What follows belongs to an exercise in optimizing a design on an open flow for small area; a production flow would make more cautious choices. The RTL was checked by simulation tests, not by an equivalence proof against the original design. Power is estimated from default activity; no workload was simulated.

job 5458:
// usb_ep0_ctrl
module usb_ep0_ctrl (
	input  wire        clk,
	input  wire        rst_n,
	input  wire        request_active,
	input  wire [7:0]  setup_bm_request_type,
	input  wire [7:0]  setup_b_request,
	input  wire [15:0] setup_w_value,
	input  wire [15:0] setup_w_index,
	input  wire [15:0] setup_w_length,
	input  wire        in_ready,
	output wire [31:0] in_data,
	output wire        in_wren,
	output wire        in_commit,
	output wire [10:0] in_commit_len,
	input  wire [31:0] out_data,
	input  wire [10:0] out_len,
	input  wire        out_has_data,
	output wire        out_rden,
	output wire        out_ack,
	output logic [7:0] current_config_value,
	output logic       intf_strobe,
	output logic [15:0] intf_num,
	output logic [15:0] intf_alt
);
clock: 10.0 ns
lec_check: 0
cap_margin: 0
core_margin: 2
core_utilization: 65
place_density: 0.75
slew_margin: 0
standard.sh (not shown) runs the stock make flow with config.mk's settings and CLKGATE_MAP_FILE= SYNTH_SCRIPT=/design/flow/synth_recipe.tcl, a recipe that flattens the netlist after the stock synthesis.
==> flow/flow/run.sh <==
#!/bin/bash
# The standard layout, with the port buffers made from the smallest
# buffer cell and a clock tree without dummy balancing loads.
set -euo pipefail
export BUFFER_PORTS_ARGS="-buffer_cell sky130_fd_sc_hd__buf_1"
export CTS_ARGS="-sink_clustering_enable -repair_clock_nets -dont_use_dummy_load -buf_list sky130_fd_sc_hd__clkbuf_4 -sink_clustering_size 10 -sink_clustering_max_diameter 30"
bash standard.sh > standard.log 2>&1
--- input diff job 5458..job 8680 ---
Settings: a change of PLACE_DENSITY from 0.75 to 0.85; a change of CORE_UTILIZATION from 65 to 75.
==> flow/flow/run.sh <==
#!/bin/bash
# The standard layout, with the port buffers made from the smallest
# buffer cell and a clock tree without dummy balancing loads.
set -euo pipefail
export BUFFER_PORTS_ARGS="-buffer_cell sky130_fd_sc_hd__buf_1"
export CTS_ARGS="-sink_clustering_enable -repair_clock_nets -dont_use_dummy_load -buf_list sky130_fd_sc_hd__clkbuf_4 -sink_clustering_size 11 -sink_clustering_max_diameter 32"
bash standard.sh > standard.log 2>&1
--- outcome ---
Job 5458 has completed all stages; timing, DRC and antenna checks passed. Job 8680: done, clean on timing, DRC and antenna. Summary of job 8680 over job 5458: final worst-path cycle share rose 5.6 points; worst path setup slack after routing went down by 0.56 ns. Worst vdd rail ir drop, job 5458 and job 8680, lower one = job 5458. Higher smallest hold slack was reported by job 5458, not job 8680. Of the two values seen for endpoint of the most critical setup path, in_data[10] was produced by job 5458 and in_data[13] by job 8680. Taking job 5458 as the reference, in job 8680 sequential share of layout area rose by 0.68 points; power fell by 1.3%. First-pass GRT wire length on job 8680 is behind job 5458. Area of the die: job 5458 and job 8680 compared, lower one is job 8680.
Setup changes, job 8680 to job 7692
Settings: GPL_TIMING_DRIVEN now 0, previously not set; GPL_ROUTABILITY_DRIVEN now 0, previously not set; CORE_UTILIZATION now 65, was 75; PLACE_DENSITY now 0.75, was 0.85.
==> flow/flow/run.sh <==
#!/bin/bash
# The standard layout, with the port buffers made from the smallest
# buffer cell and a clock tree without dummy balancing loads.
set -euo pipefail
export BUFFER_PORTS_ARGS="-buffer_cell sky130_fd_sc_hd__buf_1"
export CTS_ARGS="-sink_clustering_enable -repair_clock_nets -dont_use_dummy_load -buf_list sky130_fd_sc_hd__clkbuf_8 -sink_clustering_size 20 -sink_clustering_max_diameter 50"
bash standard.sh > standard.log 2>&1
Notes after the runs:
Although job 7692 finished all stages, its layout failed final checks on max-capacitance violations, max-slew violations. Reported for job 8680 and job 7692, overflow left after global routing turned out identical to the last digit. Number of instances in the placed design delta for job 7692 relative to job 8680: 125 higher. Job 7692 ended up with a lower part of the cycle the worst path needs than job 8680 did. Changes observed in job 7692 relative to job 8680: internal power flat; number of cells on the worst reg-to-reg path went up 1. Higher power density over the cells goes to job 8680 over job 7692. Hold slack on job 7692 is ahead of job 8680.
What job 9934 does differently from job 7692 at the input level:
Settings: a deleted GPL_TIMING_DRIVEN that had been 0; a change of CORE_UTILIZATION from 65 to 75; a change of PLACE_DENSITY from 0.75 to 0.85; a deleted GPL_ROUTABILITY_DRIVEN that had been 0.
==> flow/flow/run.sh <==
#!/bin/bash
# The standard layout, with the port buffers made from the smallest
# buffer cell and a clock tree without dummy balancing loads.
set -euo pipefail
export BUFFER_PORTS_ARGS="-buffer_cell sky130_fd_sc_hd__buf_1"
export CTS_ARGS="-sink_clustering_enable -repair_clock_nets -dont_use_dummy_load -buf_list sky130_fd_sc_hd__clkbuf_4 -sink_clustering_size 12 -sink_clustering_max_diameter 40"
bash standard.sh > standard.log 2>&1
### Flow results
Job 9934 reached the end of the flow, and the finished layout is clean on the timing, DRC and antenna checks.
Comparing job 9934 and job 7692, the higher synthesis-to-layout area growth is on job 7692.
Compare job 9934 and job 7692 | switching component of the power higher: job 9934
Job 9934 vs. job 7692: storage element area closely matched the old numbers, aggregate global-route resource usage moved up, clock share of power went down by 0.9 points, worst setup margin fell 0.16 ns.
Lower insertion delay to the later sink of the worst-skew pair was reported by job 7692, not job 9934.
Input-level comparison between job 8249 and job 9934:
Settings: a change of PLACE_DENSITY from 0.85 to 0.75; a change of CORE_UTILIZATION from 75 to 65.
==> flow/flow/run.sh <==
#!/bin/bash
# The standard layout, with the port buffers made from the smallest
# buffer cell and a clock tree without dummy balancing loads.
set -euo pipefail
export BUFFER_PORTS_ARGS="-buffer_cell sky130_fd_sc_hd__buf_1"
export CTS_ARGS="-sink_clustering_enable -repair_clock_nets -dont_use_dummy_load -buf_list sky130_fd_sc_hd__clkbuf_8 -sink_clustering_size 20 -sink_clustering_max_diameter 50"
bash standard.sh > standard.log 2>&1
Findings:
In summary, job 8249 completed successfully, with a layout that passed the timing, DRC and antenna checks. Job 8249 does worse than job 9934 on die area. Share of total power in the clock network is higher on job 8249. The sequential portion of the cell area of job 8249 falls short of that of job 9934 by 0.68 points. As far as unique cell type count in the Yosys netlist goes, job 8249 and job 9934 are indistinguishable; the numbers are identical. Total power draw (higher): job 8249. Going from job 9934 to job 8249, the routed wire length was found to have gone down by about 4%. Worst setup slack in job 8249 vs job 9934: up 0.68 ns. Against job 9934, job 8249 reports a final design area excluding fillers that is higher. Relative to job 9934, the length of routed wiring on met1 measured on job 8249 has increased by a few percent. Against job 9934, job 8249 comes in 11 points lower on utilization.

==> static timing again, ports no longer ideal <==
In the flow no input, the clock included, has a driving cell. The finished layouts below were timed again as built, in two steps.
Step 1, drivers: a clkbuf_16 drives clk and a buf_2 each remaining input, both assumed.
Step 2 adds t to the input delays and takes it off the output delays; t is the mean of the earliest and latest rising clock arrival at the registers after step 1. Input paths then give back, and output paths get back, about the clock's delay inside the block.
a / b / c = ideal / step 1 / step 2; a / b = the first two.
run	t (ns)	setup WS [ns]	worst setup path after step 2	worst slew at a driven data input, ns	pins driven straight from the clock port
job 5458	0.801	3.757 / 3.705 / 4.328	input to register	0.06	1
job 8680	0.767	3.199 / 3.148 / 3.915	register to output	0.06	1
job 7692	0.634	3.413 / 3.365 / 3.999	register to output	0.06	1
job 9934	0.721	3.253 / 3.202 / 3.923	register to output	0.06	1
job 8249	0.623	3.933 / 3.883 / 4.234	input to register	0.05	1
